What follows belongs to an exercise in optimizing a design on an open flow for small area, a short achievable clock period and few clock cycles per item; a production flow would make more cautious choices. Only simulation tests tie the RTL to the original design; equivalence was not proved.

==> v33: inputs <==
// anc_top
module anc_top
(
    input  logic                clk,
    input  logic                rstn,
    input  logic                head_flag,
    input  anc_pkg::frame_in_t  frame,
    output anc_pkg::sample_t    dout,
    output logic                frame_done
);
    logic [10:0]       ph;
    logic              active;
    logic              wz;
    logic [6:0]        ubo, ubt, ubn;
    logic [6:0]        fbo, fbt, fbn;
    logic [13:0]       pa_n;
    logic [13:0]       pb_n;
    anc_pkg::sample_t  err_a;
    anc_pkg::sample_t  err_b;
    anc_sequencer i_sequencer (
        .clk        (clk),
        .rstn       (rstn),
        .head_flag  (head_flag),
        .ph         (ph),
        .active     (active),
        .wz         (wz),
        .frame_done (frame_done)
    );
    anc_ref_delay_line i_ref_delay_line (
        .clk       (clk),
        .rstn      (rstn),
        .noise_ref (frame.noise_ref),
        .ph        (ph),
        .active    (active),
        .ubo       (ubo),
        .ubt       (ubt),
        .ubn       (ubn),
        .fbo       (fbo),
        .fbt       (fbt),
        .fbn       (fbn)
    );
    always_ff @(posedge clk)
  ...
Settings: LEC_CHECK=0, CAP_MARGIN=20, CORE_MARGIN=2, CORE_UTILIZATION=40, SLEW_MARGIN=20; clock period 13.0 ns.
run.sh (not shown) runs the stock make flow with config.mk's settings and CLKGATE_MAP_FILE= SYNTH_SCRIPT=/design/flow/synth_recipe.tcl, a recipe that flattens the netlist after the stock synthesis.
==> v18: changes against v33 <==
--- a/flow/design.v
+++ b/flow/design.v
@@ -19,55 +19,61 @@
         PH_HOLD   = 3'd5
     } phase_e;
 endpackage
 `timescale 1ns/1ps
 module anc_sequencer
 (
     input  logic       clk,
     input  logic       rstn,
+    input  logic       srstn,      
     input  logic       head_flag,
     output logic [10:0] ph,       
     output logic       active,
     output logic       wz,
     output logic       frame_done
 );
     logic armed;
     logic capture;
     assign capture = ph[10] && head_flag && armed;
-    always_ff @(posedge clk or negedge rstn)
+    always_ff @(posedge clk)
     begin
-        if (!rstn)
+        if (!srstn)
         begin
-            ph         <= 11'd1 << 9;
-            armed      <= 1'b0;
+            ph         <= 11'd1 << 10;
+            armed      <= 1'b1;    
             active     <= 1'b0;
             wz         <= 1'b1;
-            frame_done <= 1'b0;
         end
         else
         begin
             ph <= {ph[9:0], ph[10]};
             if (!head_flag)
                 armed <= 1'b1;
             else if (capture)
                 armed <= 1'b0;
             if (ph[10])
                 active <= capture;
-            if (ph[8])
+            if (ph[9])
                 wz <= 1'b0;
-            frame_done <= active && ph[7];
         end
     end
+    always_ff @(posedge clk or negedge rstn)
+    begin
+        if (!rstn)
+            frame_done <= 1'b0;
+        else
+            frame_done <= srstn && active && ph[7];
+    end
 endmodule
 `timescale 1ns/1ps
 module anc_ref_delay_line
 (
     input  logic              clk,
-    input  logic              rstn,
+    input  logic              srstn,
     input  anc_pkg::sample_t  noise_ref,
     input  logic [10:0]       ph,
     input  logic              active,
     output logic [6:0]        ubo,
     output logic [6:0]        ubt,
     output logic [6:0]        ubn,
     output logic [6:0]        fbo,
     output logic [6:0]        fbt,
@@ -93,37 +99,33 @@
         .bt (nbt),
         .bn (nbn)
     );
     always_ff @(posedge clk)
     begin
         if (ph[10])
             nr_q <= noise_ref;
     end
-    always_ff @(posedge clk or negedge rstn)
+    always_ff @(posedge clk)
     begin
-        if (!rstn)
+        if (!srstn)
         begin
             for (int k = 0; k < 8; k++)
                 q[k] <= '0;
-            ubo <= '0;
-            ubt <= '0;
-            ubn <= '0;
-            fbo <= '0;
-            fbt <= '0;
-            fbn <= '0;
         end
-        else
+        else if (turn || shift)
+        begin
+            for (int k = 0; k < 7; k++)
+                q[k] <= q[k+1];
+            q[7] <= shift ? nr_q : q[0];
+        end
+    end
+    always_ff @(posedge clk)
+    begin
         begin
-            if (turn || shift)
-            begin
-                for (int k = 0; k < 7; k++)
-                    q[k] <= q[k+1];
-                q[7] <= shift ? nr_q : q[0];
-            end
             ubo <= qbo;
             ubt <= qbt;
             ubn <= qbn;
             if (ph[10])
             begin
                 fbo <= nbo;
                 fbt <= nbt;
                 fbn <= nbn;
@@ -1453,17 +1455,17 @@
     assign ft_395 = ft_275 ^ ft_334 ^ ft_335;
     assign ft_396 = (ft_275 & ft_334) | (ft_275 & ft_335) | (ft_334 & ft_335);
     assign ra = {ft_394, ft_392, ft_390, ft_388, ft_386, ft_384, ft_382, ft_380, ft_378, ft_376, ft_374, ft_372, ft_370, ft_368, ft_366, ft_364, ft_362, ft_360, ft_358, ft_356, ft_354, ft_352, ft_350, ft_348, ft_346, ft_344, ft_342, ft_340, ft_338, ft_337};
     assign rb = {ft_395, ft_393, ft_391, ft_389, ft_387, ft_385, ft_383, ft_381, ft_379, ft_377, ft_375, ft_373, ft_371, ft_369, ft_367, ft_365, ft_363, ft_361, ft_359, ft_357, ft_355, ft_353, ft_351, ft_349, ft_347, ft_345, ft_343, ft_341, ft_339, ((bo[0] & w[0]) ^ bn[0])};
 endmodule
 module anc_channel
 (
     input  logic              clk,
-    input  logic              rstn,
+    input  logic              srstn,
     input  logic [13:0]       pn,        
     input  logic [10:0]       ph,
     input  logic              active,
     input  logic              wz,
     input  logic [6:0]        ubo,       
     input  logic [6:0]        ubt,
     input  logic [6:0]        ubn,
     input  logic [6:0]        fbo,       
@@ -1501,89 +1503,98 @@
     always_ff @(posedge clk)
     begin
         for (int k = 0; k < 8; k++)
             s[k] <= s[k+1];
         s[8] <= tail;
         u_a  <= ut_a;
         u_b  <= ut_b;
     end
-    always_ff @(posedge clk or negedge rstn)
+    always_ff @(posedge clk)
     begin
-        if (!rstn)
+        if (!srstn)
             tail <= '0;
         else
             tail <= u_sum[43:14];
     end
     assign acc_a_in = ph[4] ? 30'd0 : acc_a;
     assign acc_b_in = ph[4] ? 30'd0 : acc_b;
     anc_filter_tree i_filter_tree (
         .w     (tail),
         .acc_a (acc_a_in),
         .acc_b (acc_b_in),
         .bo    (fbo),
         .bt    (fbt),
         .bn    (fbn),
         .ra    (ft_a),
         .rb    (ft_b)
     );
-    always_ff @(posedge clk or negedge rstn)
+    always_ff @(posedge clk)
     begin
-        if (!rstn)
+        if (!srstn)
         begin
             acc_a <= '0;
             acc_b <= '0;
         end
         else
         begin
             acc_a <= ft_a;
             acc_b <= ft_b;
         end
     end
     assign e_sum    = acc_a + acc_b + {pn, 16'd0};
     assign err_next = ~e_sum[29:16];
-    always_ff @(posedge clk or negedge rstn)
+    always_ff @(posedge clk)
     begin
-        if (!rstn)
+        if (!srstn)
             err <= '0;
         else if (ph[1])
             err <= active ? err_next : '0;
     end
 endmodule
 `timescale 1ns/1ps
 module anc_top
 (
     input  logic                clk,
     input  logic                rstn,
     input  logic                head_flag,
     input  anc_pkg::frame_in_t  frame,
     output anc_pkg::sample_t    dout,
     output logic                frame_done
 );
+    logic              srstn;
     logic [10:0]       ph;
     logic              active;
     logic              wz;
     logic [6:0]        ubo, ubt, ubn;
     logic [6:0]        fbo, fbt, fbn;
     logic [13:0]       pa_n;
     logic [13:0]       pb_n;
     anc_pkg::sample_t  err_a;
     anc_pkg::sample_t  err_b;
+    always_ff @(posedge clk or negedge rstn)
+    begin
+        if (!rstn)
+            srstn <= 1'b0;
+        else
+            srstn <= 1'b1;
+    end
     anc_sequencer i_sequencer (
         .clk        (clk),
         .rstn       (rstn),
+        .srstn      (srstn),
         .head_flag  (head_flag),
         .ph         (ph),
         .active     (active),
         .wz         (wz),
         .frame_done (frame_done)
     );
     anc_ref_delay_line i_ref_delay_line (
         .clk       (clk),
-        .rstn      (rstn),
+        .srstn     (srstn),
         .noise_ref (frame.noise_ref),
         .ph        (ph),
         .active    (active),
         .ubo       (ubo),
         .ubt       (ubt),
         .ubn       (ubn),
         .fbo       (fbo),
         .fbt       (fbt),
@@ -1594,32 +1605,32 @@
         if (ph[10])
         begin
             pa_n <= ~frame.primary_a;
             pb_n <= ~frame.primary_b;
         end
     end
     anc_channel i_channel_a (
         .clk    (clk),
-        .rstn   (rstn),
+        .srstn  (srstn),
         .pn     (pa_n),
         .ph     (ph),
         .active (active),
         .wz     (wz),
         .ubo    (ubo),
         .ubt    (ubt),
         .ubn    (ubn),
         .fbo    (fbo),
         .fbt    (fbt),
         .fbn    (fbn),
         .err    (err_a)
     );
     anc_channel i_channel_b (
         .clk    (clk),
-        .rstn   (rstn),
+        .srstn  (srstn),
         .pn     (pb_n),
         .ph     (ph),
         .active (active),
         .wz     (wz),
         .ubo    (ubo),
         .ubt    (ubt),
         .ubn    (ubn),
         .fbo    (fbo),
==> flow/flow/run.sh (new file) <==
#!/bin/bash
set -euo pipefail
bash standard.sh SETUP_SLACK_MARGIN=9.5 finish > run_make.log 2>&1
==> flow/standard.sh (new file) <==
#!/bin/bash
# synth_recipe.tcl (not shown) runs the flow's synth.tcl, then flattens the netlist and writes it again
# the make line also repeats each setting of config.mk as NAME=value (left out here)
make -C /OpenROAD-flow-scripts/flow DESIGN_CONFIG=/design/flow/config.mk WORK_HOME=/design/flow/orfs CLKGATE_MAP_FILE= SYNTH_SCRIPT=/design/flow/synth_recipe.tcl "${@:-finish}"
CORE_UTILIZATION = 60   (was 40)
removed: flow/run.sh
==> v13: changes against v33 <==
--- a/flow/design.v
+++ b/flow/design.v
@@ -19,55 +19,61 @@
         PH_HOLD   = 3'd5
     } phase_e;
 endpackage
 `timescale 1ns/1ps
 module anc_sequencer
 (
     input  logic       clk,
     input  logic       rstn,
+    input  logic       srstn,      
     input  logic       head_flag,
     output logic [10:0] ph,       
     output logic       active,
     output logic       wz,
     output logic       frame_done
 );
     logic armed;
     logic capture;
     assign capture = ph[10] && head_flag && armed;
-    always_ff @(posedge clk or negedge rstn)
+    always_ff @(posedge clk)
     begin
-        if (!rstn)
+        if (!srstn)
         begin
-            ph         <= 11'd1 << 9;
-            armed      <= 1'b0;
+            ph         <= 11'd1 << 10;
+            armed      <= 1'b1;    
             active     <= 1'b0;
             wz         <= 1'b1;
-            frame_done <= 1'b0;
         end
         else
         begin
             ph <= {ph[9:0], ph[10]};
             if (!head_flag)
                 armed <= 1'b1;
             else if (capture)
                 armed <= 1'b0;
             if (ph[10])
                 active <= capture;
-            if (ph[8])
+            if (ph[9])
                 wz <= 1'b0;
-            frame_done <= active && ph[7];
         end
     end
+    always_ff @(posedge clk or negedge rstn)
+    begin
+        if (!rstn)
+            frame_done <= 1'b0;
+        else
+            frame_done <= srstn && active && ph[7];
+    end
 endmodule
 `timescale 1ns/1ps
 module anc_ref_delay_line
 (
     input  logic              clk,
-    input  logic              rstn,
+    input  logic              srstn,
     input  anc_pkg::sample_t  noise_ref,
     input  logic [10:0]       ph,
     input  logic              active,
     output logic [6:0]        ubo,
     output logic [6:0]        ubt,
     output logic [6:0]        ubn,
     output logic [6:0]        fbo,
     output logic [6:0]        fbt,
@@ -93,37 +99,33 @@
         .bt (nbt),
         .bn (nbn)
     );
     always_ff @(posedge clk)
     begin
         if (ph[10])
             nr_q <= noise_ref;
     end
-    always_ff @(posedge clk or negedge rstn)
+    always_ff @(posedge clk)
     begin
-        if (!rstn)
+        if (!srstn)
         begin
             for (int k = 0; k < 8; k++)
                 q[k] <= '0;
-            ubo <= '0;
-            ubt <= '0;
-            ubn <= '0;
-            fbo <= '0;
-            fbt <= '0;
-            fbn <= '0;
         end
-        else
+        else if (turn || shift)
+        begin
+            for (int k = 0; k < 7; k++)
+                q[k] <= q[k+1];
+            q[7] <= shift ? nr_q : q[0];
+        end
+    end
+    always_ff @(posedge clk)
+    begin
         begin
-            if (turn || shift)
-            begin
-                for (int k = 0; k < 7; k++)
-                    q[k] <= q[k+1];
-                q[7] <= shift ? nr_q : q[0];
-            end
             ubo <= qbo;
             ubt <= qbt;
             ubn <= qbn;
             if (ph[10])
             begin
                 fbo <= nbo;
                 fbt <= nbt;
                 fbn <= nbn;
@@ -1453,17 +1455,17 @@
     assign ft_395 = ft_275 ^ ft_334 ^ ft_335;
     assign ft_396 = (ft_275 & ft_334) | (ft_275 & ft_335) | (ft_334 & ft_335);
     assign ra = {ft_394, ft_392, ft_390, ft_388, ft_386, ft_384, ft_382, ft_380, ft_378, ft_376, ft_374, ft_372, ft_370, ft_368, ft_366, ft_364, ft_362, ft_360, ft_358, ft_356, ft_354, ft_352, ft_350, ft_348, ft_346, ft_344, ft_342, ft_340, ft_338, ft_337};
     assign rb = {ft_395, ft_393, ft_391, ft_389, ft_387, ft_385, ft_383, ft_381, ft_379, ft_377, ft_375, ft_373, ft_371, ft_369, ft_367, ft_365, ft_363, ft_361, ft_359, ft_357, ft_355, ft_353, ft_351, ft_349, ft_347, ft_345, ft_343, ft_341, ft_339, ((bo[0] & w[0]) ^ bn[0])};
 endmodule
 module anc_channel
 (
     input  logic              clk,
-    input  logic              rstn,
+    input  logic              srstn,
     input  logic [13:0]       pn,        
     input  logic [10:0]       ph,
     input  logic              active,
     input  logic              wz,
     input  logic [6:0]        ubo,       
     input  logic [6:0]        ubt,
     input  logic [6:0]        ubn,
     input  logic [6:0]        fbo,       
@@ -1501,89 +1503,98 @@
     always_ff @(posedge clk)
     begin
         for (int k = 0; k < 8; k++)
             s[k] <= s[k+1];
         s[8] <= tail;
         u_a  <= ut_a;
         u_b  <= ut_b;
     end
-    always_ff @(posedge clk or negedge rstn)
+    always_ff @(posedge clk)
     begin
-        if (!rstn)
+        if (!srstn)
             tail <= '0;
         else
             tail <= u_sum[43:14];
     end
     assign acc_a_in = ph[4] ? 30'd0 : acc_a;
     assign acc_b_in = ph[4] ? 30'd0 : acc_b;
     anc_filter_tree i_filter_tree (
         .w     (tail),
         .acc_a (acc_a_in),
         .acc_b (acc_b_in),
         .bo    (fbo),
         .bt    (fbt),
         .bn    (fbn),
         .ra    (ft_a),
         .rb    (ft_b)
     );
-    always_ff @(posedge clk or negedge rstn)
+    always_ff @(posedge clk)
     begin
-        if (!rstn)
+        if (!srstn)
         begin
             acc_a <= '0;
             acc_b <= '0;
         end
         else
         begin
             acc_a <= ft_a;
             acc_b <= ft_b;
         end
     end
     assign e_sum    = acc_a + acc_b + {pn, 16'd0};
     assign err_next = ~e_sum[29:16];
-    always_ff @(posedge clk or negedge rstn)
+    always_ff @(posedge clk)
     begin
-        if (!rstn)
+        if (!srstn)
             err <= '0;
         else if (ph[1])
             err <= active ? err_next : '0;
     end
 endmodule
 `timescale 1ns/1ps
 module anc_top
 (
     input  logic                clk,
     input  logic                rstn,
     input  logic                head_flag,
     input  anc_pkg::frame_in_t  frame,
     output anc_pkg::sample_t    dout,
     output logic                frame_done
 );
+    logic              srstn;
     logic [10:0]       ph;
     logic              active;
     logic              wz;
     logic [6:0]        ubo, ubt, ubn;
     logic [6:0]        fbo, fbt, fbn;
     logic [13:0]       pa_n;
     logic [13:0]       pb_n;
     anc_pkg::sample_t  err_a;
     anc_pkg::sample_t  err_b;
+    always_ff @(posedge clk or negedge rstn)
+    begin
+        if (!rstn)
+            srstn <= 1'b0;
+        else
+            srstn <= 1'b1;
+    end
     anc_sequencer i_sequencer (
         .clk        (clk),
         .rstn       (rstn),
+        .srstn      (srstn),
         .head_flag  (head_flag),
         .ph         (ph),
         .active     (active),
         .wz         (wz),
         .frame_done (frame_done)
     );
     anc_ref_delay_line i_ref_delay_line (
         .clk       (clk),
-        .rstn      (rstn),
+        .srstn     (srstn),
         .noise_ref (frame.noise_ref),
         .ph        (ph),
         .active    (active),
         .ubo       (ubo),
         .ubt       (ubt),
         .ubn       (ubn),
         .fbo       (fbo),
         .fbt       (fbt),
@@ -1594,32 +1605,32 @@
         if (ph[10])
         begin
             pa_n <= ~frame.primary_a;
             pb_n <= ~frame.primary_b;
         end
     end
     anc_channel i_channel_a (
         .clk    (clk),
-        .rstn   (rstn),
+        .srstn  (srstn),
         .pn     (pa_n),
         .ph     (ph),
         .active (active),
         .wz     (wz),
         .ubo    (ubo),
         .ubt    (ubt),
         .ubn    (ubn),
         .fbo    (fbo),
         .fbt    (fbt),
         .fbn    (fbn),
         .err    (err_a)
     );
     anc_channel i_channel_b (
         .clk    (clk),
-        .rstn   (rstn),
+        .srstn  (srstn),
         .pn     (pb_n),
         .ph     (ph),
         .active (active),
         .wz     (wz),
         .ubo    (ubo),
         .ubt    (ubt),
         .ubn    (ubn),
         .fbo    (fbo),
==> flow/flow/run.sh (new file) <==
#!/bin/bash
set -euo pipefail
bash standard.sh SETUP_SLACK_MARGIN=9.2 finish > run_make.log 2>&1
==> flow/standard.sh (new file) <==
#!/bin/bash
# synth_recipe.tcl (not shown) runs the flow's synth.tcl, then flattens the netlist and writes it again
# the make line also repeats each setting of config.mk as NAME=value (left out here)
make -C /OpenROAD-flow-scripts/flow DESIGN_CONFIG=/design/flow/config.mk WORK_HOME=/design/flow/orfs CLKGATE_MAP_FILE= SYNTH_SCRIPT=/design/flow/synth_recipe.tcl "${@:-finish}"
ABC_AREA = 1   (was default)
CTS_CLUSTER_DIAMETER = 100   (was default)
CTS_CLUSTER_SIZE = 30   (was default)
removed: flow/run.sh
==> notes.md <==
Run status: no timing/DRC/antenna violations
Vias in the first global route: 39000
Routed wire length on met2: 69.0 mm
Fill cells: 13300
Sequential cell area: 25400 µm²
Met3 Use GR: 4.28%
The numbers above come from v33.

==> notes.md <==
Run status: no timing/DRC/antenna violations
Sequential cell area: 23500 µm²
Hold Path End: i_channel_a.s[6][11]$_DFF_P_
Comb_multi_in: 4552
Met3 Use GR: 3.54%
Fill cells: 15500
Vias in the first global route: 47200
Final wirelength: 183 mm
Routed wire length on met2: 81.5 mm
Post-synthesis sequential area ratio: 37.1%
The numbers above come from v13.

==> notes.md <==
Max VDD drop: 132 µV
Routed wire length on met2: 67.5 mm
Sequential cell area: 23600 µm²
CTS clk-pin slew, worst paths: 0.06 ns
Met3 Use GR: 6.32%
Pre-CTS WS: 8.57 ns
Via density: 5.76
Run status: no timing/DRC/antenna violations
Crit path largest cell delay: 0.41 ns
The numbers above come from v18.

Testbench counts of v33, summed over its fixed seeds: cycles 35,192, frames 3,200.
Testbench counts of v18, summed over its fixed seeds: cycles 35,192, frames 3,200.
Testbench counts of v13, summed over its fixed seeds: cycles 35,192, frames 3,200.

[port drivers added, routing unchanged]
The flow's constraints put no driver on any port. The routed layouts listed below were extracted and timed again, unchanged, in two steps. Step 1 assumes that a clkbuf_16 drives the clock port and a buf_2 every other input. Step 2, shift: input delay + t, output delay - t, t = (earliest + latest rising clock arrival at the registers) / 2. This alone moves slack from input paths to output paths. a / b / c = ideal ports / drivers / drivers and shift; a / b = the first two.
run	t, ns	setup slack, ns	latest minus earliest clock arrival (ns)
v33	0.814	8.782 / 8.702 / 8.079	0.089 / 0.089
v18	0.765	9.157 / 9.083 / 8.798	0.026 / 0.026
v13	0.774	9.042 / 8.961 / 8.711	0.061 / 0.061
After both steps every run listed still meets setup and hold. For v33, which loses most, drivers alone change the setup slack by -0.080 ns; drivers and shift together by -0.703 ns. Setup slack includes reset recovery checks.
